What follows belongs to an exercise in optimizing a design on an open flow for small area, a short achievable clock period and few clock cycles per item; a production flow would make more cautious choices. At most, simulation tests tie the RTL to the original design; equivalence was not proved. No activity file was given, so power comes from the tool's default toggle rates.

==> flow/design.v (excerpt) <==
module conv_top
(
    input  logic        clk,
    input  logic        rst,
    input  logic        start,
    input  logic [19:0] cfg_weight_base,
    input  logic [19:0] cfg_bias_base,
    input  logic [19:0] cfg_data_base,
    input  logic [19:0] cfg_result_base,
    input  logic [9:0]  cfg_rownum,
    input  logic [9:0]  cfg_columnnum,
    input  logic [9:0]  cfg_filternum,
    input  logic [7:0]  mem_rdata,
    output logic        mem_en,
    output logic        mem_we,
    output logic [19:0] mem_addr,
    output logic [7:0]  mem_wdata,
    output logic        conv_finish
);
For scale: about 2300 cells after synthesis, roughly 150 I/O pins, roughly 24000 um2 of cells after synthesis.
export LEC_CHECK = 0
export CAP_MARGIN = 20
export CORE_MARGIN = 2
export CORE_UTILIZATION = 75
export CTS_CLUSTER_DIAMETER = 80
export CTS_CLUSTER_SIZE = 24
export PLACE_DENSITY = 0.85
export SLEW_MARGIN = 20
create_clock -name core_clock -period 11.5 [get_ports {clk}]
standard.sh (not shown) runs the stock make flow with config.mk's settings and CLKGATE_MAP_FILE= SYNTH_SCRIPT=/design/flow/synth_recipe.tcl, a recipe that flattens the netlist after the stock synthesis.
==> flow/flow/run.sh <==
#!/bin/bash
# The standard layout (the standard.sh, unchanged synthesis and steps),
# with the timing repair aiming at a setup slack of SETUP_SLACK_MARGIN ns
# instead of 0, so that it sizes and buffers the paths for a shorter period,
# and the smallest buffer on the ports (timing repair upsizes those that
# need it). The clock period and every constraint stay the design's.
set -euo pipefail
export SETUP_SLACK_MARGIN=${SETUP_SLACK_MARGIN:-8}
export BUFFER_PORTS_ARGS="-buffer_cell sky130_fd_sc_hd__buf_1"
export CTS_ARGS="-sink_clustering_enable -sink_clustering_size 32 -sink_clustering_max_diameter 70 -dont_use_dummy_load -repair_clock_nets"
bash standard.sh > standard.log 2>&1
Testbench counts at the start, summed over its fixed seeds: cycles 42,564, results 10,859.
Next try:
--- a/flow/design.v
+++ b/flow/design.v
@@ -263,14 +263,15 @@
         c5 = ((s4 & c4) | (s4 & acc_s) | (c4 & acc_s)) << 1;
         mac = {c5, s5};
     endfunction
     logic [9:0][7:0]    wreg;          
     logic               in_data;
     logic [8:0]         xe;
     logic [3:0]         b_one, b_two, b_neg;
+    logic [2:0]         row_sel, row_sel_a;
     logic [7:0]         w_a, w_b, w_d;
     logic [18:0]        a_s, a_c, b_s, b_c, d_s, d_c;
     logic [18:0]        src_as, src_ac, src_bs, src_bc, src_ds, src_dc;
     logic [18:0]        bias_x;
     logic [18:0]        a_sum;
     logic [7:0]         sat_a;
     always_ff @(posedge clk)
@@ -289,21 +290,31 @@
         for (int k = 0; k < 4; k++)
         begin
             b_one[k] <= in_data && (xe[2*k+1] ^ xe[2*k]);
             b_two[k] <= in_data && ((xe[2*k+2] && !xe[2*k+1] && !xe[2*k])
                                  || (!xe[2*k+2] && xe[2*k+1] && xe[2*k]));
             b_neg[k] <= in_data && xe[2*k+2];
         end
-        case (tp2[2:1])
-            2'd0:    begin w_d <= wreg[0]; w_b <= wreg[1]; w_a <= wreg[2]; end
-            2'd1:    begin w_d <= wreg[3]; w_b <= wreg[4]; w_a <= wreg[5]; end
-            default: begin w_d <= wreg[6]; w_b <= wreg[7]; w_a <= wreg[8]; end
-        endcase
-        if (t3_emit_b)
-            w_a <= 8'd0;
+        for (int k = 0; k < 3; k++)
+        begin
+            row_sel[k]   <= (tp2[2:1] == 2'(k));
+            row_sel_a[k] <= (tp2[2:1] == 2'(k)) && !t3_emit_b;
+        end
+    end
+    always_comb
+    begin
+        w_d = 8'd0;
+        w_b = 8'd0;
+        w_a = 8'd0;
+        for (int k = 0; k < 3; k++)
+        begin
+            w_d = w_d | ({8{row_sel[k]}}   & wreg[3*k]);
+            w_b = w_b | ({8{row_sel[k]}}   & wreg[3*k+1]);
+            w_a = w_a | ({8{row_sel_a[k]}} & wreg[3*k+2]);
+        end
     end
     assign bias_x = {{11{wreg[9][7]}}, wreg[9]};
     always_comb
     begin
         if (t3_first || t4_emit_b)
         begin
             src_as = b_s;
Result: The new run completed without violations; count of clock-buffer cells in the layout grows by 1; first-iteration DRC count grows by well over a third; total power shrinks by a few percent; via count grows slightly; non-clock buffer count grows by 6; critical path depth grows by 7; area after synthesis shrinks by a few percent; final cell count shrinks slightly; setup slack degrades by 110 ps; cell area shrinks slightly; wire length grows slightly; clock power grows slightly; synthesized cell count shrinks by a few percent.
For the second run of this note, only the layout was checked, not whether the RTL still works.

[what the ideal ports hide]
No port has a modelled driver above. Below, the same layouts with a new extraction and two added sets of constraints.
Step 1 (the two cells are an assumption about what drives the block):
set clk [get_ports {clk}]
set_driving_cell -lib_cell sky130_fd_sc_hd__clkbuf_16 $clk
set_driving_cell -lib_cell sky130_fd_sc_hd__buf_2 [delete_from_list [all_inputs] $clk]
Step 2 adds t to the input delays and takes it off the output delays; t is the mean of the earliest and latest rising clock arrival at the registers after step 1. Input paths then give back, and output paths get back, about the clock's delay inside the block.
Slacks: no drivers / after step 1 / after step 2; pairs: no drivers / after step 1.
| run | t, ns | setup slack, ns | worst setup path at the end |
|---|---|---|---|
| the first run | 0.594 | 8.064 / 8.010 / 8.123 | register to register |
| the second run | 0.589 | 7.957 / 7.957 / 7.957 | register to register |
After both steps every run listed still meets setup and hold.
